From an optimization exercise on the open Yosys and OpenROAD flow, aimed at small area; shortcuts taken in it are not production practice. In this exercise RTL edits were held to simulation tests only and were not proved equivalent to the original. No activity file was given, so power comes from the tool's default toggle rates.

==> flow/design.v <==
package rv_regfile_pkg;
  localparam int XLEN_DEF  = 32;
  localparam int NREGS_DEF = 32;
  localparam int ZERO_REG  = 0;
  function automatic int cnt_w(input int n);
    cnt_w = $clog2(n + 1);
  endfunction
endpackage
module rv_rf_wmux
#(
  parameter int W = 32
) (
  input  logic [W-1:0] q_i,
  input  logic [W-1:0] d_i,
  input  logic         we_i,
  input  logic         we_n_i,
  output logic [W-1:0] q_o
);
  assign q_o = (q_i & {W{we_n_i}}) | (d_i & {W{we_i}});
endmodule
module rv_rf_aoi3
#(
  parameter int W = 32
) (
  input  logic [W-1:0] a_i,
  input  logic [W-1:0] b_i,
  input  logic [W-1:0] c_i,
  input  logic         sa_i,
  input  logic         sb_i,
  input  logic         sc_i,
  output logic [W-1:0] y_no
);
  assign y_no = ~((a_i & {W{sa_i}}) | (b_i & {W{sb_i}}) | (c_i & {W{sc_i}}));
endmodule
module rv_rf_rdor
#(
  parameter int W = 32,
  parameter int G = 10
) (
  input  logic [G-1:0][W-1:0] g_ni,
  input  logic [W-1:0]        d_i,
  input  logic                s_i,
  output logic [W-1:0]        y_o
);
  always_comb begin
    for (int b = 0; b < W; b++) begin
      logic all_n;
      all_n = 1'b1;
      for (int g = 0; g < G; g++) all_n = all_n & g_ni[g][b];
      y_o[b] = !all_n || (d_i[b] && s_i);
    end
  end
endmodule
module rv_regfile_mp
#(
  parameter int  XLEN  = rv_regfile_pkg::XLEN_DEF,
  parameter int  NREGS = rv_regfile_pkg::NREGS_DEF,
  parameter int  NRD   = 2,
  localparam int AW    = $clog2(NREGS),
  localparam int CW    = rv_regfile_pkg::cnt_w(NREGS)
) (
  input  logic                clk,
  input  logic                rst,
  input  logic [NRD*AW-1:0]   rd_addr_i,
  output logic [NRD*XLEN-1:0] rd_data_o,
  output logic [NRD-1:0]      rd_busy_o,
  input  logic                claim_valid_i,
  input  logic [AW-1:0]       claim_addr_i,
  output logic                claim_ready_o,
  input  logic                wb_valid_i,
  input  logic [AW-1:0]       wb_addr_i,
  input  logic [XLEN-1:0]     wb_data_i,
  output logic [CW-1:0]       pending_cnt_o
);
  localparam int NG = (NREGS - 1) / 3;    
  logic [NREGS-1:0][XLEN-1:0] regs_q;     
  logic [NREGS-1:0][XLEN-1:0] regs_d;
  logic [NREGS-1:0]           valid_q;    
  logic [NREGS-1:0]           busy_q;     
  logic [NREGS-1:0]           busy;
  logic [NREGS-1:0]           we, we_n, cl;
  logic [CW-1:0]              cnt_q;
  logic                       wb_fire, claim_fire, inc, dec;
  assign busy = {busy_q[NREGS-1:1], 1'b0};
  assign wb_fire       = wb_valid_i && (wb_addr_i != '0);
  assign claim_ready_o = claim_valid_i && !busy[claim_addr_i];
  assign claim_fire    = claim_ready_o && (claim_addr_i != '0);
  assign inc = claim_fire;
  assign dec = wb_fire && busy[wb_addr_i];
  always_ff @(posedge clk or posedge rst) begin
    if (rst) begin
      cnt_q <= '0;
    end else if (inc && !dec) begin
      cnt_q <= cnt_q + 1'b1;
    end else if (dec && !inc) begin
      cnt_q <= cnt_q - 1'b1;
    end
  end
  assign pending_cnt_o = cnt_q;
  assign we[0]   = 1'b0;
  assign we_n[0] = 1'b1;
  assign cl[0]   = 1'b0;
  assign regs_d[0] = '0;
  for (genvar r = 1; r < NREGS; r++) begin : g_reg
    assign we[r]   = wb_valid_i && (wb_addr_i == AW'(r));
    assign we_n[r] = !we[r];
    assign cl[r]   = claim_fire && (claim_addr_i == AW'(r));
    always_ff @(posedge clk or posedge rst) begin
      if (rst) begin
        valid_q[r] <= 1'b0;
        busy_q[r]  <= 1'b0;
      end else begin
        if (we[r]) valid_q[r] <= 1'b1;
        if (cl[r])      busy_q[r] <= 1'b1;
        else if (we[r]) busy_q[r] <= 1'b0;
      end
    end
    rv_rf_wmux #(.W(XLEN)) u_wmux (
      .q_i    (regs_q[r]),
      .d_i    (wb_data_i),
      .we_i   (we[r]),
      .we_n_i (we_n[r]),
      .q_o    (regs_d[r])
    );
    always_ff @(posedge clk) begin
      regs_q[r] <= regs_d[r];
    end
  end
  assign valid_q[0] = 1'b0;
  assign busy_q[0]  = 1'b0;
  assign regs_q[0]  = '0;
  for (genvar i = 0; i < NRD; i++) begin : g_rd
    logic [AW-1:0]           ra;
    logic [NREGS-1:0]        dec_oh, sel;
    logic [NG-1:0][XLEN-1:0] grp_n;
    assign ra = rd_addr_i[i*AW +: AW];
    always_comb begin
      for (int r = 0; r < NREGS; r++) begin
        dec_oh[r] = (ra == AW'(r)) && (r != 0);
        sel[r]    = dec_oh[r] && valid_q[r];
      end
    end
    assign rd_busy_o[i] = |(dec_oh & busy);
    for (genvar g = 0; g < NG; g++) begin : g_grp
      rv_rf_aoi3 #(.W(XLEN)) u_aoi (
        .a_i  (regs_q[3*g+1]),
        .b_i  (regs_q[3*g+2]),
        .c_i  (regs_q[3*g+3]),
        .sa_i (sel[3*g+1]),
        .sb_i (sel[3*g+2]),
        .sc_i (sel[3*g+3]),
        .y_no (grp_n[g])
      );
    end
    rv_rf_rdor #(.W(XLEN), .G(NG)) u_or (
      .g_ni (grp_n),
      .d_i  (regs_q[NREGS-1]),
      .s_i  (sel[NREGS-1]),
      .y_o  (rd_data_o[i*XLEN +: XLEN])
    );
  end
endmodule
==> flow/run.sh <==
#!/bin/bash
# synth_recipe.tcl (not shown) runs the flow's synth.tcl, then flattens the netlist and writes it again
# the make line also repeats each setting of config.mk as NAME=value (left out here)
make -C /OpenROAD-flow-scripts/flow DESIGN_CONFIG=/design/flow/config.mk WORK_HOME=/design/flow/orfs CLKGATE_MAP_FILE= SYNTH_SCRIPT=/design/flow/synth_recipe.tcl finish
==> flow/config.mk <==
export PLATFORM = sky130hd
export DESIGN_NAME = rv_regfile_mp
export DESIGN_NICKNAME = rv_regfile_mp
export VERILOG_FILES = /design/flow/design.v
export SDC_FILE = /design/flow/constraint.sdc
export NUM_CORES = 4
export LEC_CHECK = 0
export CAP_MARGIN = 20
export CORE_MARGIN = 2
export CORE_UTILIZATION = 45
export SLEW_MARGIN = 20
export SYNTH_HIERARCHICAL = 1
==> flow/constraint.sdc <==
create_clock -name core_clock -period 8.0 [get_ports {clk}]
set_input_delay 1.6000 -clock core_clock [delete_from_list [all_inputs] [get_ports {clk}]]
set_output_delay 1.6000 -clock core_clock [all_outputs]
set_load 0.01 [all_outputs]
==> flow_summary.json, run 1 <==
{
  "multi_input_area_um2": 20100,
  "synth-seq-cells": 1060,
  "finalCritPeriodShare_pct": 92.6,
  "synth-edff-count": 0,
  "rsz0062_at_grt": "false",
  "num_vias": 42431,
  "row_count": 116,
  "tightest_slew_ps": 1210,
  "syn_area_um2": 45600,
  "post_cts_buffers": 0,
  "crit_type": "input pin to output port",
  "nFillCells": 8983,
  "clock.fmax_mhz": 135,
  "ir_drop_mv": 0.182,
  "startpoint_type": "input pin",
  "finalHoldViolations": 0,
  "viasPerCell": 8.00,
  "syn_avg_cell_area_um2": 11.9,
  "relSlewSlack_pct": 19.4,
  "gp_congestion": 0.978,
  "arrival_ps": 5810,
  "cts_resized": 0,
  "cts_tree": "yes",
  "synth_cell_type_count": 71,
  "drcViolationCount": 0,
  "core-area_um2": 100000,
  "ctsHoldBuffers": 0,
  "status": "finished clean",
  "die_y_um": 322,
  "die-area_um2": 104000,
  "grt_pass1_wl_mm": 296,
  "path_clk_slew_ps": 70,
  "grt_pass1_vias": 40329,
  "clkSinkCount": 1060,
  "numCtsBuffers": 112,
  "drt_iter0_markers": 11984,
  "async_flop_share_pct": 6.42,
  "ys_warn_count": 11,
  "finalSetupViolations": 0,
  "grt_max_degree": 69,
  "dieWidth_um": 322,
  "avgRoutedWirePerCell_um": 40.3,
  "max_cap_viol_count": 0,
  "pin_count": 129,
  "synthesis.nets": 3884,
  "slew_viol_final": 0,
  "antenna_left": 0,
  "cts_root_buf": "clkbuf_16",
  "worst_hold_slack_ps": 474,
  "fin_setup_tns_ps": 0,
  "worstSkewPairLatency_ps": 710,
  "max-clock-path-buffers": 3,
  "seq_area_frac_synth_pct": 47.3,
  "overflow": 0,
  "synthCells": 3821,
  "drt-total-wl_mm": 214,
  "end_kind": "output port",
  "finish.utilization_pct": 50.2,
  "worstHoldPathType": "register to register",
  "post-route-min-period_ps": 7410,
  "dp_hpwl_mm": 124,
  "grt_usage_pct": 39.4,
  "seq_area_um2": 21600,
  "dr.pass1.iters": 14,
  "port_buffers": 128,
  "drive_gt1_share_pct": 14.6,
  "htreeDepth": 3,
  "crit_path_max_fanout": 19,
  "synth_ff_type": "dfxtp_1",
  "crit_required_ps": 6400,
  "p_leak_uw": 0.0198,
  "final_nets": 3909,
  "area_growth_pct": 10.4,
  "fin_skew_ps": 11.2,
  "antenna_found_initial": 13,
  "power_per_cell_area_nw_per_um2": 300,
  "initial_core_util_pct": 45.5
}
[worst paths after layout]
kind,cells past startpoint,start,end,slack (ps)
max,9,rd_addr_i[0],rd_data_o[21],590
min,1,cnt_q[5],cnt_q[5],470
max reg2reg,13,busy_q[22],cnt_q[5],4560
min reg2reg,1,cnt_q[5],cnt_q[5],470
max in group asynchronous,3,rst,valid_q[11],5920
min in group asynchronous,3,rst,valid_q[27],1470
[kinds of logic after synthesis]
group	Yosys count	share of synthesized area, %
xor+xnor	5	0.0961
simple gates	469	5.58
compound gates	1794	36.5
buf+inv	451	9.12
mux	35	1.25
flops	1060	47.3
fa+ha+maj	7	0.209
[flip-flops by register name, indices dropped and copies added (netlist names)]
signal and flops:
regs_q 992, cnt_q 6, valid_q 31, busy_q 31
[where the power goes]
part | switching (uW) | internal, uW
Sequential | 951 | 6370
Clock | 2310 | 3360
Combinational | 871 | 1260
[cells in the mapped netlist (3+ instances only)]
master	count	share of area [%]
ha_1	6	0.16
a32oi_1	3	0.058
mux2i_1	13	0.29
or2_1	5	0.069
mux4_1	3	0.17
a221oi_1	3	0.058
clkbuf_1	17	0.14
buf_4	3	0.049
nand4_1	130	1.8
buf_1	3	0.025
mux4_2	13	0.64
nand2_1	131	1.1
nand3b_1	5	0.082
nand3_1	14	0.15
o22ai_1	5	0.069
nor3_2	3	0.066
and2_1	9	0.12
or2_2	3	0.041
and3_1	50	0.69
dfxtp_1	992	44
xnor2_1	3	0.058
o21ai_1	3	0.033
o21ai_0	13	0.14
buf_2	71	0.78
buf_6	315	7.8
nor2_1	34	0.28
nand2b_1	35	0.48
a22o_1	945	18
a22o_2	62	1.4
nor2b_1	16	0.22
and4_1	5	0.096
mux2_2	4	0.099
a32o_1	13	0.29
nor3_1	15	0.16
inv_1	41	0.34
a211oi_1	4	0.066
dfrtp_1	68	3.7
a21oi_1	10	0.11
a222oi_1	640	14
a2111o_1	65	1.6
a31oi_1	9	0.12
[layer usage]
layer | global-route usage [%] | vias up | routed length (um)
met4 | 26.8 | 16 | 16000
met2 | 55.3 | 4141 | 86200
met1 | 49.0 | 20605 | 77400
met5 | 0.509 | - | 161
met3 | 16.2 | 989 | 34300
li1 | - | 16680 | -
[stage by stage]
stage          instance area (um^2)  power, uW  setup WS, ps  std cells
6_report                      50300      15100           590       5306
3_3_place_gp                  46300       9360           906       5089
2_1_floorplan                 45600       8560          2800       3821
4_1_cts                       50300      15000           868       5299
3_5_place_dp                  46300       9420           874       5089
5_1_grt                       50300      15500           581       5301
[cell type report]
cell class              instances  share of cell area (%)
well taps                    1357                    3.37
clock buffers                 161                    6.81
diodes                          7                  0.0348
flip-flops and latches       1060                    42.8
inverters                      42                   0.313
repair buffers                320                    5.62
clock inverters                49                    1.14
multi-input cells            2310                    39.9
[critical path: stages]
cell and delay (ps):
clkdlybuf4s50_1 710, nor2b_1 330, and2_1 270, and3_2 560, buf_4 390, a222oi_1 480, nand4_1 400, a2111o_1 530
clkdlybuf4s50_1 510
[layout by cell type (no fill, tap or decap), types with 8 or more instances in the layout]
master and n:
a21oi_1 10, a32o_1 13, a22o_1 945, nor3_1 10, a31oi_1 9, and3_2 46, nor3_2 8, a22o_2 62
nand2_1 100, a2111o_1 65, dfxtp_1 992, clkbuf_8 27, nand4_1 130, nand2_2 31, nor2_1 33, and2_1 8
clkdlybuf4s50_1 127, buf_12 9, nand2b_1 35, nand3_1 14, buf_4 183, clkinv_2 27, dfrtp_1 68, clkbuf_16 120
bufinv_16 12, nor2b_1 16, mux4_2 13, a222oi_1 640, o21ai_0 13, inv_1 33, mux2i_1 13, clkbuf_1 14
==> run 2: changes to the inputs <==
--- a/flow/config.mk
+++ b/flow/config.mk
@@ -9,4 +9,7 @@
 export CORE_MARGIN = 2
 export CORE_UTILIZATION = 45
+export CTS_BUF_LIST = sky130_fd_sc_hd__clkbuf_16
+export CTS_CLUSTER_DIAMETER = 100
+export CTS_CLUSTER_SIZE = 25
 export SLEW_MARGIN = 20
 export SYNTH_HIERARCHICAL = 1
==> flow_summary.json, run 2 <==
{
  "antenna_found_initial": 12,
  "htreeDepth": 2,
  "finalSetupViolations": 0,
  "clock.fmax_mhz": 135,
  "synth_fa_ha_area_share_pct": 0.209,
  "cts_resized": 0,
  "yosysMostFrequentCell": "dfxtp_1",
  "final_common_cell": "dfxtp_1",
  "path_clk_slew_ps": 100,
  "largest_registers": "regs_q x992, busy_q x31, valid_q x31",
  "finalHoldViolations": 0,
  "grt_pass1_vias": 39455,
  "grt_pass1_wl_mm": 292,
  "place_inst": 5089,
  "avgRoutedWirePerCell_um": 41.1,
  "crit_required_ps": 6400,
  "status": "finished clean",
  "relSlewSlack_pct": 19.0,
  "synthDominantCellAreaShare_pct": 43.6,
  "area_growth_pct": 4.40,
  "critPathBufInv": 3,
  "initial_core_util_pct": 45.5,
  "finalCritPeriodShare_pct": 92.9,
  "arrival_ps": 5830,
  "synthCells": 3821,
  "path_delay_family": "simple AND/OR/NAND/NOR gates",
  "synth.area.top_cells": "dfxtp_1 (44%), a22o_1 (18%), a222oi_1 (14%)",
  "synth_cell_type_count": 71,
  "synth_simple_gate_area_share_pct": 5.58,
  "synthesis.nets": 3884,
  "viasPerCell": 8.12,
  "grt_usage_pct": 38.9,
  "die-area_um2": 104000,
  "hold_path_depth": 1,
  "antenna_left": 0,
  "p_leak_uw": 0.0185,
  "ys_warn_count": 11,
  "cp_slowest_cell": "clkdlybuf4s50_1",
  "port_buffers": 128,
  "crit_type": "input pin to output port",
  "pin_count": 129,
  "r2r.worst_path.cells": 13,
  "grt_max_degree": 69,
  "end_kind": "output port",
  "max-clock-path-buffers": 3,
  "drt_iter0_markers": 12299,
  "fin_skew_ps": 9.86,
  "worstSkewPairLatency_ps": 680,
  "drcViolationCount": 0,
  "crit_path_max_fanout": 25,
  "cts_tree": "yes",
  "dp_hpwl_mm": 124,
  "seq_area_um2": 21600,
  "syn_area_um2": 45600,
  "async_flop_share_pct": 6.42,
  "power_per_cell_area_nw_per_um2": 259,
  "syn_avg_cell_area_um2": 11.9,
  "path_cells": "clkdlybuf4s50_1 -> nor2b_1 -> and2_1 -> and3_2 -> buf_4 -> a222oi_1 -> nand4_1 -> a2111o_1 -> clkdlybuf4s50_1",
  "synthXorXnorAreaFrac_pct": 0.0960,
  "synth_ff_type": "dfxtp_1",
  "final_cell_mix": "dfxtp_1 (992), a22o_1 (945), a222oi_1 (640), buf_4 (183), nand4_1 (130)",
  "final_nets": 3845,
  "numCtsBuffers": 48,
  "cts_root_buf": "clkbuf_16",
  "num_vias": 41833,
  "max_cap_viol_count": 0,
  "crit_cells": 9,
  "gp_congestion": 0.978,
  "synth_commonest_cells": "dfxtp_1 (992), a22o_1 (945), a222oi_1 (640)",
  "rsz0062_at_grt": "false",
  "die_y_um": 322,
  "dr.pass1.iters": 17,
  "regMostFlops": "regs_q",
  "ctsHoldBuffers": 0,
  "overflow": 0,
  "post_cts_buffers": 0,
  "largest_register_ffs": 992,
  "multi_input_area_um2": 20100,
  "synth-seq-cells": 1060,
  "synth-edff-count": 0,
  "yosysTopAreaCell": "dfxtp_1",
  "startpoint_type": "input pin",
  "cpPeakStageDelay_ps": 900,
  "slew_viol_final": 0,
  "synth_compound_area_share_pct": 36.5,
  "drive_gt1_share_pct": 11.4,
  "drt-total-wl_mm": 212,
  "post-route-min-period_ps": 7430,
  "final_cells": 5153,
  "cpMostUsedCell": "clkdlybuf4s50_1",
  "core-area_um2": 100000,
  "clkSinkCount": 1060,
  "row_count": 116,
  "seq_area_frac_synth_pct": 47.3,
  "worstHoldPathType": "register to register",
  "muxShareOfSynthArea_pct": 1.25,
  "tightest_slew_ps": 1210,
  "fin_setup_tns_ps": 0,
  "nFillCells": 9191,
  "ir_drop_mv": 0.201,
  "synth_top_family_by_area": "compound AO/OA/AOI/OAI gates",
  "dieWidth_um": 322
}
-- run 2: changes by cell type in the layout (fill, tap and decap cells not counted) --
cell,change
clkbuf_16,-71
clkbuf_8,-27
clkinv_2,-27
clkbuf_1,-14
bufinv_16,-12
inv_1,+5
clkinvlp_4,-3
clkinv_4,-2
inv_6,-2
diode_2,+1
inv_4,-1
-- run 2: final timing paths --
check	startpoint	to	slack, ps
worst max-delay path	rd_addr_i[9]	rd_data_o[62]	570
worst min-delay path	cnt_q[5]	cnt_q[5]	480
worst max register to register	busy_q[22]	cnt_q[5]	4550
worst min register to register	cnt_q[5]	cnt_q[5]	480
max in group asynchronous	rst	busy_q[4]	5900
min in group asynchronous	rst	valid_q[27]	1490
-- run 2: metrics by stage --
stage / hold slack (ps) / power [uW] / utilization, % / cell area (um^2) / setup WS [ps]
after floorplan: 439 / 8560 / - / 45600 / 2800
final: 478 / 12300 / 47.5 / 47600 / 572
after detailed placement: 463 / 9420 / 46.2 / 46300 / 874
after CTS: 486 / 12200 / 47.4 / 47600 / 868
after global placement: 465 / 9360 / 46.2 / 46300 / 906
after global routing: 505 / 12700 / 47.4 / 47600 / 622
-- run 2: cells by family (layout without fill, tap and decap cells) --
group	count (synthesis)	in the layout
compound gates	1794	1794
xor+xnor	5	5
fa+ha+maj	7	7
buf+inv	451	418
flops	1060	1060
mux	35	35
other cells	0	8
simple gates	469	469
-- run 2: layer usage --
layer,track usage (%),vias to the layer above,part of all wire [%]
met5,0.463,-,0.060
met4,25.5,10,7.4
met3,14.8,885,16
met2,55.0,4029,40
met1,49.1,20472,36
li1,-,16437,-
-- run 2: power by group --
part / internal (uW) / total (uW) / switching [uW]
Combinational: 1260 / 2130 / 868
Sequential: 6360 / 7300 / 944
Clock: 1110 / 2880 / 1780
-- run 2: layout make-up --
type / count / area share [%]
Antenna cell: 8 / 0.0421
Sequential cell: 1060 / 45.3
Tap cell: 1357 / 3.57
Inverter: 42 / 0.331
Multi-Input combinational cell: 2310 / 42.2
Timing Repair Buffer: 320 / 5.95
Clock inverter: 7 / 0.0736
Clock buffer: 49 / 2.58
-- run 2: worst reg2reg max path, cell delays in order, from the launching register on --
cell and delay, ps:
dfrtp_1 490, mux4_2 530, and2b_1 180, a211oi_1 250, a21oi_1 160, a21oi_1 150, ha_1 230, inv_1 140
ha_1 330, a21oi_1 170, nand2_1 120, a31oi_1 250, mux2i_1 250, xnor2_1 130
==> run 3: changes to the inputs <==
==> flow/flow/run.sh (new file) <==
#!/bin/bash
# Standard layout with two changes: ports are buffered with the smallest buffer
# (buf_1) and clock tree synthesis builds no dummy loads.
set -euo pipefail
bash standard.sh \
  "BUFFER_PORTS_ARGS=-buffer_cell sky130_fd_sc_hd__buf_1" \
  "CTS_ARGS=-sink_clustering_enable -repair_clock_nets -dont_use_dummy_load -buf_list sky130_fd_sc_hd__clkbuf_16 -sink_clustering_size 25 -sink_clustering_max_diameter 100" \
  finish > standard_flow.log 2>&1
==> flow/standard.sh (new file) <==
#!/bin/bash
# synth_recipe.tcl (not shown) runs the flow's synth.tcl, then flattens the netlist and writes it again
# the make line also repeats each setting of config.mk as NAME=value (left out here)
make -C /OpenROAD-flow-scripts/flow DESIGN_CONFIG=/design/flow/config.mk WORK_HOME=/design/flow/orfs CLKGATE_MAP_FILE= SYNTH_SCRIPT=/design/flow/synth_recipe.tcl "${@:-finish}"
removed: flow/run.sh
==> flow_summary.json, run 3 <==
{
  "status": "finished clean",
  "cpMostUsedCell": "buf_1",
  "timing.final.ws_setup_ps": 1320,
  "htreeDepth": 2,
  "cts_tree": "yes",
  "max-clock-path-buffers": 3,
  "startpoint_type": "input pin",
  "ys_warn_count": 11,
  "antenna_left": 0,
  "core-area_um2": 100000,
  "grt_pass1_vias": 38858,
  "ir_drop_mv": 0.180,
  "cpPeakStageDelay_ps": 1070,
  "die_y_um": 322,
  "worstSkewPairLatency_ps": 670,
  "post-route-min-period_ps": 6680,
  "die-area_um2": 104000,
  "syn_avg_cell_area_um2": 11.9,
  "port_buffers": 128,
  "relSlewSlack_pct": 10.1,
  "synthCells": 3821,
  "yosysTopAreaCell": "dfxtp_1",
  "crit_path_max_fanout": 25,
  "end_kind": "output port",
  "p_leak_uw": 0.0178,
  "path_clk_slew_ps": 70,
  "area_growth_pct": 1.38,
  "avgRoutedWirePerCell_um": 41.2,
  "antenna_found_initial": 1,
  "drcViolationCount": 0,
  "drt_iter0_markers": 11873,
  "post_cts_buffers": 0,
  "worstReg2RegStart": "busy_q[4]",
  "overflow": 0,
  "slew_viol_final": 0,
  "async_flop_share_pct": 6.42,
  "clkSinkCount": 1060,
  "crit_path_start": "rd_addr_i[8]",
  "finalCritPeriodShare_pct": 83.5,
  "final_area_um2": 46200,
  "drt-total-wl_mm": 209,
  "rsz0062_at_grt": "false",
  "hp-start": "cnt_q[5]",
  "numCtsBuffers": 48,
  "yosysMostFrequentCell": "dfxtp_1",
  "largest_register_ffs": 992,
  "viasPerCell": 8.17,
  "finalSetupViolations": 0,
  "cts_resized": 0,
  "synth_cell_type_count": 71,
  "largest_registers": "regs_q x992, busy_q x31, valid_q x31",
  "synth_ff_type": "dfxtp_1",
  "initial_core_util_pct": 45.5,
  "final_nets": 3782,
  "num_vias": 41440,
  "crit_required_ps": 6400,
  "power_per_cell_area_nw_per_um2": 262,
  "seq_area_frac_synth_pct": 47.3,
  "synth.area.top_cells": "dfxtp_1 (44%), a22o_1 (18%), a222oi_1 (14%)",
  "synthDominantCellAreaShare_pct": 43.6,
  "final_cell_mix": "dfxtp_1 (992), a22o_1 (945), a222oi_1 (640), nand4_1 (130), buf_4 (126)",
  "place_ws_ps": 1610,
  "ctsHoldBuffers": 0,
  "tightest_slew_ps": 1350,
  "row_count": 116,
  "regMostFlops": "regs_q",
  "gp_congestion": 0.943,
  "syn_area_um2": 45600,
  "cts_root_buf": "clkbuf_16",
  "synth_commonest_cells": "dfxtp_1 (992), a22o_1 (945), a222oi_1 (640)",
  "drive_gt1_share_pct": 10.2,
  "fin_skew_ps": 28.2,
  "finalHoldViolations": 0,
  "synth-edff-count": 0,
  "dr.pass1.iters": 15,
  "n_antenna_cell": 0,
  "synthesis.nets": 3884,
  "max_cap_viol_count": 0,
  "dp_hpwl_mm": 118,
  "final_common_cell": "dfxtp_1",
  "crit_type": "input pin to output port",
  "worst_hold_slack_ps": 475,
  "grt_max_degree": 69,
  "arrival_ps": 5080,
  "grt_usage_pct": 38.5,
  "fin_setup_tns_ps": 0,
  "cp_slowest_cell": "and4b_2",
  "synth-seq-cells": 1060,
  "worstHoldPathType": "register to register",
  "clock.fmax_mhz": 150,
  "grt_pass1_wl_mm": 291,
  "pin_count": 129,
  "placed_area_um2": 45000,
  "path_cells": "buf_1 -> inv_1 -> nor3_1 -> and4b_2 -> buf_4 -> a222oi_1 -> nand4_1 -> a2111o_1 -> buf_1",
  "dieWidth_um": 322
}
## run 3: final timing paths
| path | endpoint | slack (ps) | cells after the start |
|---|---|---|---|
| min in group asynchronous | valid_q[30] | 1170 | 3 |
| min reg2reg | cnt_q[5] | 480 | 1 |
| max | rd_data_o[39] | 1320 | 9 |
| min | cnt_q[5] | 480 | 1 |
| max reg2reg | cnt_q[5] | 4650 | 13 |
| max in group asynchronous | busy_q[10] | 6230 | 3 |
## run 3: through the flow
stage | cells | power (uW) | utilization (%)
finish | 5074 | 12100 | 46.1
global placement | 5023 | 9220 | 44.8
global route | 5074 | 12500 | 46.1
detailed placement | 5024 | 9280 | 44.8
floorplan | 3821 | 8560 | -
CTS | 5072 | 12000 | 46.0
## run 3: worst max-delay path: cells and delay by family
family / cells / cell delay, ps
AOI/OAI and AO/OA: 2 / 260
buffers and inverters: 4 / 1450
and+or+nand+nor: 3 / 1760
## run 3: layer usage
layer / global-route usage [%] / wire length, um
met3: 13.6 / 32700
met2: 55.0 / 84400
met4: 23.6 / 15500
met5: 0.185 / 13
met1: 49.5 / 76600
## run 3: final cells by class
type                            instances  area [um^2]
Multi-Input combinational cell       2310        20100
Tap cell                             1357         1700
Clock buffer                           48         1200
Fill cell                            9300        54100
Sequential cell                      1060        21600
Inverter                               42          158
Timing Repair Buffer                  257         1520
## run 3: cell families after synthesis
kind of cell / Yosys count / synth area share, %
AO/OA/AOI/OAI: 1794 / 36.5
flip-flops: 1060 / 47.3
AND/OR/NAND/NOR: 469 / 5.58
XOR/XNOR: 5 / 0.0961
multiplexers: 35 / 1.25
buffers and inverters: 451 / 9.12
adder cells (fa/ha/maj): 7 / 0.209
## run 3: power breakdown
group          leakage [uW]  internal, uW  switching [uW]
sequential          0.00907          6360             950
combinational       0.00815          1140             843
clock              0.000592          1080            1760
total                0.0178          8570            3550
==> run 4: changes to the inputs <==
--- a/flow/design.v
+++ b/flow/design.v
@@ -84,8 +84,12 @@
   assign busy = {busy_q[NREGS-1:1], 1'b0};
   assign wb_fire       = wb_valid_i && (wb_addr_i != '0);
-  assign claim_ready_o = claim_valid_i && !busy[claim_addr_i];
-  assign claim_fire    = claim_ready_o && (claim_addr_i != '0);
+  logic [NREGS-1:0] cdec;
+  for (genvar r = 0; r < NREGS; r++) begin : g_cdec
+    assign cdec[r] = (claim_addr_i == AW'(r)) && (r != 0);
+  end
+  assign claim_ready_o = claim_valid_i && !(|(cdec & busy));
+  assign claim_fire    = claim_valid_i && (claim_addr_i != '0) && !(|(cdec & busy));
   assign inc = claim_fire;
-  assign dec = wb_fire && busy[wb_addr_i];
+  assign dec = |(we & busy);
   always_ff @(posedge clk or posedge rst) begin
     if (rst) begin
@@ -105,5 +109,5 @@
     assign we[r]   = wb_valid_i && (wb_addr_i == AW'(r));
     assign we_n[r] = !we[r];
-    assign cl[r]   = claim_fire && (claim_addr_i == AW'(r));
+    assign cl[r]   = claim_fire && cdec[r];
     always_ff @(posedge clk or posedge rst) begin
       if (rst) begin
==> flow_summary.json, run 4 <==
{
  "r2r-end": "cnt_q[5]",
  "top_layer": "met5",
  "final_cells": 5000,
  "hold_path_end": "cnt_q[5]",
  "slew_viol_final": 0,
  "startpoint_type": "input pin",
  "dp_hpwl_mm": 112,
  "dieWidth_um": 322,
  "wl_met1_mm": 76.4,
  "crit_type": "input pin to output port",
  "finalSetupViolations": 0,
  "tightest_slew_ps": 1320,
  "pin_count": 129,
  "port_buffers": 128,
  "p_leak_uw": 0.0175,
  "numCtsBuffers": 50,
  "cts_resized": 0,
  "r2r_slack_ps": 4150,
  "drt_iter0_markers": 11840,
  "overflow": 0,
  "path_clk_slew_ps": 50,
  "post_cts_buffers": 0,
  "antenna_left": 0,
  "ys_warn_count": 11,
  "final_nets": 3764,
  "num_vias": 41447,
  "core-area_um2": 100000,
  "die_y_um": 322,
  "grt_pass1_vias": 38402,
  "worstHoldPathType": "register to register",
  "crit_required_ps": 6400,
  "fin_skew_ps": 25.5,
  "nFillCells": 9243,
  "async_flop_share_pct": 6.42,
  "seq_area_frac_synth_pct": 47.4,
  "power_uw": 12100,
  "regMostFlops": "regs_q",
  "synthesis.nets": 3884,
  "largest_registers": "regs_q x992, busy_q x31, valid_q x31",
  "final_cell_mix": "dfxtp_1 (992), a22o_1 (941), a222oi_1 (640), nand4_1 (136), buf_1 (125)",
  "antenna_found_initial": 6,
  "ir_drop_mv": 0.165,
  "ctsHoldBuffers": 0,
  "initial_core_util_pct": 45.4,
  "place_inst": 4945,
  "crit_path_max_fanout": 32,
  "htreeDepth": 2,
  "finish.utilization_pct": 45.8,
  "synth_commonest_cells": "dfxtp_1 (992), a22o_1 (941), a222oi_1 (640)",
  "r2r.worst_path.cells": 13,
  "drt-total-wl_mm": 207,
  "area_growth_pct": 0.988,
  "timing.final.ws_setup_ps": 1140,
  "clkSinkCount": 1060,
  "viasPerCell": 8.29,
  "avgRoutedWirePerCell_um": 41.3,
  "finalCritPeriodShare_pct": 85.8,
  "synth_ff_type": "dfxtp_1",
  "grt_max_degree": 69,
  "max-clock-path-buffers": 3,
  "relSlewSlack_pct": 11.8,
  "hold_path_depth": 1,
  "dr.pass1.iters": 13,
  "synthDominantCellAreaShare_pct": 43.7,
  "yosysMostFrequentCell": "dfxtp_1",
  "fin_setup_tns_ps": 0,
  "yosysTopAreaCell": "dfxtp_1",
  "syn_avg_cell_area_um2": 11.9,
  "arrival_ps": 5260,
  "worstSkewPairLatency_ps": 630,
  "grt_usage_pct": 37.8,
  "max_cap_viol_count": 0,
  "clock.fmax_mhz": 146,
  "drive_gt1_share_pct": 10.2,
  "post-route-min-period_ps": 6860,
  "drcViolationCount": 0,
  "wl_met2_mm": 84.9,
  "finalHoldViolations": 0,
  "synthCells": 3822,
  "synth-seq-cells": 1060,
  "dr_wl_met3_mm": 32.6,
  "cts_root_buf": "clkbuf_16",
  "power_per_cell_area_nw_per_um2": 264,
  "synth-edff-count": 0,
  "place_ws_ps": 1420,
  "final_common_cell": "dfxtp_1",
  "gp_congestion": 0.905,
  "end_kind": "output port",
  "synth.area.top_cells": "dfxtp_1 (44%), a22o_1 (18%), a222oi_1 (14%)",
  "grt_pass1_wl_mm": 285,
  "hp-start": "cnt_q[5]",
  "syn_area_um2": 45500,
  "cts_tree": "yes",
  "die-area_um2": 104000,
  "worstReg2RegStart": "busy_q[24]",
  "largest_register_ffs": 992,
  "synth_cell_type_count": 76,
  "status": "finished clean",
  "rsz0062_at_grt": "false",
  "row_count": 116
}
==> run 4: area by class of cell <==
cell class / count / area, um^2 / share of cell area, %
multi-input combinational: 2314 / 20000 / 43.5
timing repair buffer: 235 / 1340 / 2.91
tap: 1298 / 1620 / 3.54
antenna: 2 / 5.00 / 0.0109
clock buffer: 50 / 1250 / 2.73
inverter: 41 / 155 / 0.338
sequential: 1060 / 21600 / 47.0
==> run 4: per-stage QoR <==
stage	cell area (um^2)	hold WS, ps
final	45900	477
after detailed placement	44600	463
after global routing	45900	511
after floorplan	45500	440
after global placement	44600	456
after CTS	45800	477
==> run 4: layer usage <==
layer | global-route usage (%) | vias up
met2 | 54.2 | 4024
met5 | 0 | -
met1 | 50.1 | 20239
met3 | 12.2 | 864
met4 | 20.3 | 12
li1 | - | 16308
==> run 4: where the power goes <==
group / switching (uW) / leakage [uW] / internal, uW
Combinational: 824 / 0.00782 / 1110
Clock: 1760 / 0.000616 / 1120
Sequential: 933 / 0.00906 / 6360
Total: 3520 / 0.0175 / 8590
==> run 4: worst max path at each step <==
stage / end / cells past startpoint / slack [ps] / startpoint
after floorplan: rd_data_o[10] / 8 / 2980 / rd_addr_i[0]
after global placement: rd_data_o[38] / 8 / 1560 / rd_addr_i[6]
after detailed placement: rd_data_o[40] / 8 / 1420 / rd_addr_i[6]
after CTS: rd_data_o[40] / 8 / 1430 / rd_addr_i[6]
after global routing: rd_data_o[50] / 8 / 1120 / rd_addr_i[6]
final: rd_data_o[35] / 8 / 1140 / rd_addr_i[6]
==> run 4: cells by family (layout without fill, tap and decap cells) <==
kind of cell	Yosys count	after routing	share of synthesized area [%]
XOR/XNOR	4	4	0.0771
multiplexers	22	22	0.570
AND/OR/NAND/NOR	479	479	5.88
adder cells (fa/ha/maj)	6	6	0.182
buffers and inverters	448	326	9.06
flip-flops	1060	1060	47.4
AO/OA/AOI/OAI	1803	1803	36.8
other	0	2	0
==> run 4: critical path, stage by stage <==
cell      delay, ps
buf_1           500
inv_1           260
nor3_1          730
and3_2         1180
a222oi_1        280
nand4_1         290
a2111o_1        200
buf_1           180
==> run 5: changes to the inputs <==
--- a/flow/config.mk
+++ b/flow/config.mk
@@ -12,4 +12,5 @@
 export CTS_CLUSTER_DIAMETER = 100
 export CTS_CLUSTER_SIZE = 25
+export PLACE_DENSITY = 0.7
 export SLEW_MARGIN = 20
 export SYNTH_HIERARCHICAL = 1
==> flow_summary.json, run 5 <==
{
  "arrival_ps": 5250,
  "cts_tree": "yes",
  "max-clock-path-buffers": 3,
  "tightest_slew_ps": 1340,
  "htreeDepth": 2,
  "ctsHoldBuffers": 0,
  "antenna_left": 0,
  "worstSkewPairLatency_ps": 660,
  "synth.area.top_cells": "dfxtp_1 (44%), a22o_1 (18%), a222oi_1 (14%)",
  "final_common_cell": "dfxtp_1",
  "place_inst": 4955,
  "finalCritPeriodShare_pct": 85.6,
  "seq_area_frac_synth_pct": 47.4,
  "pin_count": 129,
  "status": "finished clean",
  "final_area_um2": 46000,
  "avgRoutedWirePerCell_um": 40.8,
  "placed_area_um2": 44600,
  "initial_core_util_pct": 45.4,
  "ir_drop_mv": 0.138,
  "overflow": 0,
  "num_vias": 42448,
  "drt-total-wl_mm": 205,
  "clock.fmax_mhz": 146,
  "critPathBufInv": 3,
  "synth_ff_type": "dfxtp_1",
  "crit_type": "input pin to output port",
  "yosysMostFrequentCell": "dfxtp_1",
  "relSlewSlack_pct": 10.6,
  "finalSetupViolations": 0,
  "path_clk_slew_ps": 100,
  "synth-edff-count": 0,
  "nFillCells": 9237,
  "grt_max_degree": 69,
  "cts_root_buf": "clkbuf_16",
  "dieWidth_um": 322,
  "port_buffers": 128,
  "max_cap_viol_count": 0,
  "synth-seq-cells": 1060,
  "syn_avg_cell_area_um2": 11.9,
  "crit_path_max_fanout": 32,
  "synthesis.nets": 3884,
  "syn_area_um2": 45500,
  "die-area_um2": 104000,
  "cpMostUsedCell": "buf_1",
  "gp_congestion": 0.941,
  "path_cells": "buf_1 -> inv_1 -> nor3_1 -> and3_2 -> a222oi_1 -> nand4_1 -> a2111o_1 -> buf_1",
  "async_flop_share_pct": 6.42,
  "finalHoldViolations": 0,
  "drcViolationCount": 0,
  "post_cts_buffers": 0,
  "yosysTopAreaCell": "dfxtp_1",
  "fin_skew_ps": 66.1,
  "numCtsBuffers": 49,
  "dr.pass1.iters": 17,
  "synth_cell_type_count": 76,
  "final_cells": 5019,
  "grt_usage_pct": 37.5,
  "cpPeakStageDelay_ps": 1160,
  "final_cell_mix": "dfxtp_1 (992), a22o_1 (941), a222oi_1 (640), nand4_1 (136), buf_1 (123)",
  "path_delay_family": "simple AND/OR/NAND/NOR gates",
  "core-area_um2": 100000,
  "power_per_cell_area_nw_per_um2": 263,
  "antenna_found_initial": 14,
  "ys_warn_count": 11,
  "die_y_um": 322,
  "grt_pass1_wl_mm": 285,
  "area_growth_pct": 1.21,
  "drive_gt1_share_pct": 9.46,
  "synthDominantCellAreaShare_pct": 43.7,
  "cp_slowest_cell": "and3_2",
  "viasPerCell": 8.46,
  "grt_pass1_vias": 39795,
  "largest_registers": "regs_q x992, busy_q x31, valid_q x31",
  "dp_hpwl_mm": 111,
  "regMostFlops": "regs_q",
  "startpoint_type": "input pin",
  "clkSinkCount": 1060,
  "post-route-min-period_ps": 6850,
  "rsz0062_at_grt": "false",
  "largest_register_ffs": 992,
  "worstHoldPathType": "register to register",
  "drt_iter0_markers": 13319,
  "p_leak_uw": 0.0176,
  "slew_viol_final": 0,
  "cts_resized": 0,
  "row_count": 116,
  "end_kind": "output port",
  "final_nets": 3774,
  "synth_commonest_cells": "dfxtp_1 (992), a22o_1 (941), a222oi_1 (640)",
  "crit_required_ps": 6400,
  "fin_setup_tns_ps": 0,
  "synthCells": 3822
}
-- run 5: changes by cell type in the layout (fill, tap and decap cells not counted), sizes merged --
| cell | delta |
|---|---|
| diode | +9 |
| buf | +9 |
| clkbuf | +1 |
| clkinv | +6 |
| inv | -6 |
-- run 5: layout make-up --
type                    count  area [um^2]  area share, %
well taps                1298         1620           3.53
diodes                     11         27.5         0.0598
inverters                  41          154          0.334
multi-input cells        2314        20000           43.4
repair buffers            246         1440           3.12
flip-flops and latches   1060        21600           46.9
clock buffers              49         1230           2.66
-- run 5: per-layer routing --
metal / global-route usage [%] / vias up / routed length (um)
met1: 46.9 / 20371 / 71600
met5: 0.473 / - / 213
met2: 50.9 / 4606 / 80300
met4: 25.5 / 18 / 15900
li1: - / 16317 / -
met3: 17.3 / 1136 / 36600
-- run 5: cells by family after synthesis --
group | Yosys count | share of synthesized area (%)
AO/OA/AOI/OAI | 1803 | 36.8
XOR/XNOR | 4 | 0.0771
AND/OR/NAND/NOR | 479 | 5.88
buffers and inverters | 448 | 9.06
adder cells (fa/ha/maj) | 6 | 0.182
multiplexers | 22 | 0.570
flip-flops | 1060 | 47.4
-- run 5: power by group --
part / leakage [uW] / total (uW) / internal [uW] / switching (uW)
Clock: 0.000604 / 2850 / 1100 / 1750
Sequential: 0.00906 / 7290 / 6360 / 938
Combinational: 0.00793 / 1970 / 1110 / 858
-- run 5: metrics by stage --
stage	utilization, %	worst slack (ps)	power [uW]	hold slack (ps)
finish	45.9	1150	12100	495
global route	45.9	1080	12400	502
global placement	44.6	1620	9140	455
detailed placement	44.6	1490	9230	462
CTS	45.8	1490	11900	487
floorplan	-	2980	8530	440
-- run 5: worst paths after layout --
check / start / to / slack, ps / depth (start not counted)
max: rd_addr_i[6] / rd_data_o[56] / 1150 / 8
min: valid_q[22] / valid_q[22] / 500 / 1
max reg2reg: busy_q[24] / cnt_q[5] / 4150 / 13
min reg2reg: valid_q[22] / valid_q[22] / 500 / 1
max in group asynchronous: rst / busy_q[31] / 6160 / 3
min in group asynchronous: rst / busy_q[10] / 1170 / 3
==> run 6: changes to the inputs <==
==> flow/flow/run.sh (replaced) <==
#!/bin/bash
# Standard layout with two changes: ports are buffered with the smallest buffer
# (buf_1) and clock tree synthesis builds no dummy loads.
set -euo pipefail
bash standard.sh \
  "BUFFER_PORTS_ARGS=-buffer_cell sky130_fd_sc_hd__buf_1" \
  "CTS_ARGS=-sink_clustering_enable -repair_clock_nets -dont_use_dummy_load -buf_list sky130_fd_sc_hd__clkbuf_8 -sink_clustering_size 16 -sink_clustering_max_diameter 100" \
  finish > standard_flow.log 2>&1
--- a/flow/config.mk
+++ b/flow/config.mk
@@ -9,8 +9,7 @@
 export CORE_MARGIN = 2
 export CORE_UTILIZATION = 45
-export CTS_BUF_LIST = sky130_fd_sc_hd__clkbuf_16
+export CTS_BUF_LIST = sky130_fd_sc_hd__clkbuf_8
 export CTS_CLUSTER_DIAMETER = 100
-export CTS_CLUSTER_SIZE = 25
-export PLACE_DENSITY = 0.7
+export CTS_CLUSTER_SIZE = 16
 export SLEW_MARGIN = 20
 export SYNTH_HIERARCHICAL = 1
==> flow_summary.json, run 6 <==
{
  "drt_iter0_markers": 11445,
  "clkSinkCount": 1060,
  "fin_setup_tns_ps": 0,
  "path_cells": "buf_1 -> inv_1 -> nor3_1 -> and3_2 -> a222oi_1 -> nand4_1 -> a2111o_1 -> buf_1",
  "synthCells": 3822,
  "synth_commonest_cells": "dfxtp_1 (992), a22o_1 (941), a222oi_1 (640)",
  "synth_cell_type_count": 76,
  "grt_pass1_wl_mm": 286,
  "end_kind": "output port",
  "viasPerCell": 8.26,
  "area_growth_pct": 0.578,
  "crit_required_ps": 6400,
  "synth-edff-count": 0,
  "power_per_cell_area_nw_per_um2": 260,
  "avgRoutedWirePerCell_um": 41.2,
  "cts_tree": "yes",
  "final_common_cell": "dfxtp_1",
  "core-area_um2": 100000,
  "die_y_um": 322,
  "syn_avg_cell_area_um2": 11.9,
  "multi_input_area_um2": 20000,
  "synthesis.nets": 3884,
  "finalHoldViolations": 0,
  "startpoint_type": "input pin",
  "max-clock-path-buffers": 3,
  "worstSkewPairLatency_ps": 750,
  "synth-seq-cells": 1060,
  "numCtsBuffers": 76,
  "drcViolationCount": 0,
  "slew_viol_final": 0,
  "nFillCells": 9281,
  "relSlewSlack_pct": 10.7,
  "arrival_ps": 5270,
  "final_cell_mix": "dfxtp_1 (992), a22o_1 (941), a222oi_1 (640), nand4_1 (136), buf_1 (125)",
  "r2r-end": "cnt_q[5]",
  "synthDominantCellAreaShare_pct": 43.7,
  "p_sw_uw": 3550,
  "hold_path_depth": 1,
  "yosysMostFrequentCell": "dfxtp_1",
  "post_cts_buffers": 0,
  "cts_resized": 0,
  "worstReg2RegStart": "busy_q[24]",
  "overflow": 0,
  "timing.final.ws_setup_ps": 1130,
  "antenna_found_initial": 7,
  "pin_count": 129,
  "synthXorXnorAreaFrac_pct": 0.0771,
  "seq_area_um2": 21600,
  "initial_core_util_pct": 45.4,
  "ir_drop_mv": 0.129,
  "port_buffers": 128,
  "async_flop_share_pct": 6.42,
  "crit_type": "input pin to output port",
  "p_leak_uw": 0.0174,
  "synth_ff_type": "dfxtp_1",
  "drive_gt1_share_pct": 10.8,
  "dp_hpwl_mm": 112,
  "swShare_pct": 29.9,
  "final_nets": 3790,
  "finalCritPeriodShare_pct": 85.9,
  "seq_area_frac_synth_pct": 47.4,
  "antenna_left": 0,
  "largest_registers": "regs_q x992, busy_q x31, valid_q x31",
  "grt_usage_pct": 38.0,
  "grt_max_degree": 69,
  "cp_slowest_cell": "and3_2",
  "dieWidth_um": 322,
  "max_cap_viol_count": 0,
  "muxShareOfSynthArea_pct": 0.570,
  "syn_area_um2": 45500,
  "synth_simple_gate_area_share_pct": 5.88,
  "synth_compound_area_share_pct": 36.8,
  "regMostFlops": "regs_q",
  "gp_congestion": 0.905,
  "finalSetupViolations": 0,
  "seq_power_share_pct": 61.4,
  "ctsHoldBuffers": 0,
  "die-area_um2": 104000,
  "synth.area.top_cells": "dfxtp_1 (44%), a22o_1 (18%), a222oi_1 (14%)",
  "place_ws_ps": 1420,
  "cpMostUsedCell": "buf_1",
  "power.internal_uw": 8320,
  "dr.pass1.iters": 17,
  "rsz0062_at_grt": "false",
  "cts_root_buf": "clkbuf_8",
  "cpPeakStageDelay_ps": 1200,
  "grt_pass1_vias": 38713,
  "r2r.worst_path.cells": 13,
  "yosysTopAreaCell": "dfxtp_1",
  "finish.utilization_pct": 45.7,
  "htreeDepth": 3,
  "num_vias": 41539,
  "worstHoldPathType": "register to register",
  "drt-total-wl_mm": 207,
  "hold_path_end": "cnt_q[5]",
  "post-route-min-period_ps": 6870,
  "row_count": 116,
  "fin_skew_ps": 9.95,
  "ys_warn_count": 11,
  "clockPowerShare_pct": 22.3,
  "largest_register_ffs": 992,
  "synth_top_family_by_area": "compound AO/OA/AOI/OAI gates",
  "clock.fmax_mhz": 146,
  "synth_fa_ha_area_share_pct": 0.182,
  "tightest_slew_ps": 1340,
  "status": "finished clean",
  "hp-start": "cnt_q[5]",
  "crit_path_max_fanout": 32,
  "r2r_slack_ps": 4180,
  "path_clk_slew_ps": 100,
  "combPwrFrac_pct": 16.3
}
-- run 6: changes by cell type in the layout (fill, tap and decap cells not counted), moves of 12 or more --
cell       change
clkbuf_8      +76
inv_2         +24
and3_1        -12
inv_1         -18
clkbuf_16     -49
and3_2        +17
-- run 6: how the worst max path moves through the flow --
stage | from | endpoint | slack [ps] | cells after the start
after detailed placement | rd_addr_i[6] | rd_data_o[40] | 1420 | 8
after floorplan | rd_addr_i[0] | rd_data_o[10] | 2980 | 8
after global placement | rd_addr_i[6] | rd_data_o[38] | 1560 | 8
final | rd_addr_i[6] | rd_data_o[35] | 1130 | 8
after CTS | rd_addr_i[6] | rd_data_o[40] | 1430 | 8
after global routing | rd_addr_i[6] | rd_data_o[50] | 1130 | 8
-- run 6: area by class of cell --
cell class / instances / area share [%]
inverters: 41 / 0.339
repair buffers: 235 / 2.94
clock buffers: 76 / 2.29
multi-input cells: 2314 / 43.7
diodes: 5 / 0.0274
well taps: 1298 / 3.55
flip-flops and latches: 1060 / 47.1
-- run 6: power groups by stage --
stage / Clock [uW] / Sequential, uW / Combinational [uW]
6_report: 2650 / 7290 / 1930
5_1_grt: 2820 / 7390 / 2050
4_1_cts: 2640 / 7220 / 1890
3_5_place_dp: 0 / 7320 / 1890
3_3_place_gp: 0 / 7310 / 1840
2_1_floorplan: 0 / 7080 / 1450
-- run 6: per-layer routing --
metal,share of wire (%),global-route usage [%]
met2,41,54.1
met1,37,50.0
met3,15,12.7
met4,6.2,21.6
met5,0.020,0.0473
-- run 6: kinds of logic (layout without fill, tap and decap cells) --
| kind of cell | Yosys count | after routing |
|---|---|---|
| AOI/OAI and AO/OA | 1803 | 1803 |
| xor gates and xnor gates | 4 | 4 |
| adders and majority gates | 6 | 6 |
| DFF | 1060 | 1060 |
| other | 0 | 5 |
| buffers and inverters | 448 | 352 |
| muxes | 22 | 22 |
| and+or+nand+nor | 479 | 479 |
-- run 6: through the flow --
step | cell area (um^2) | hold slack (ps) | std cells | total power, uW
6_report | 45700 | 485 | 5029 | 11900
4_1_cts | 45600 | 484 | 5021 | 11700
3_5_place_dp | 44600 | 463 | 4945 | 9220
5_1_grt | 45700 | 512 | 5027 | 12300
2_1_floorplan | 45500 | 440 | 3822 | 8530
3_3_place_gp | 44600 | 456 | 4944 | 9150
-- run 6: critical path: cells and delay by family --
family                 cells  cell delay [ps]
AO/OA/AOI/OAI              2              500
buffers and inverters      3              900
AND/OR/NAND/NOR            3             2220

-- static timing again, ports no longer ideal --
No port has a modelled driver above. Below, the same layouts with a new extraction and two added sets of constraints.
Step 1 (the two cells are an assumption about what drives the block):
set clk [get_ports {clk}]
set_driving_cell -lib_cell sky130_fd_sc_hd__clkbuf_16 $clk
set_driving_cell -lib_cell sky130_fd_sc_hd__buf_2 [delete_from_list [all_inputs] $clk]
Step 2 moves the port delays by t, midway between the first and last clock arrival at a register: inputs arrive t later, outputs are due t later. That takes back most of the time a late clock gives input paths.
Slacks: no drivers / after step 1 / after step 2; pairs: no drivers / after step 1.
run	shift t [ns]	setup slack, ns	latest minus earliest clock arrival (ns)	worst slew at a driven data input, ns	pins driven straight from the clock port
run 1	0.779	0.590 / 0.567 / 0.567	0.024 / 0.024	0.05	1
run 2	0.744	0.572 / 0.548 / 0.548	0.025 / 0.026	0.05	1
run 3	0.740	1.323 / 1.282 / 1.282	0.053 / 0.053	0.09	1
run 4	0.726	1.138 / 1.078 / 1.078	0.093 / 0.093	0.13	1
run 5	0.710	1.152 / 1.099 / 1.099	0.076 / 0.077	0.14	1
run 6	0.825	1.131 / 1.072 / 1.072	0.080 / 0.080	0.14	1
After both steps every run listed still meets setup and hold. The setup slack of run 4, which loses most, moves by -0.060 ns with the drivers and by -0.060 ns with both steps.
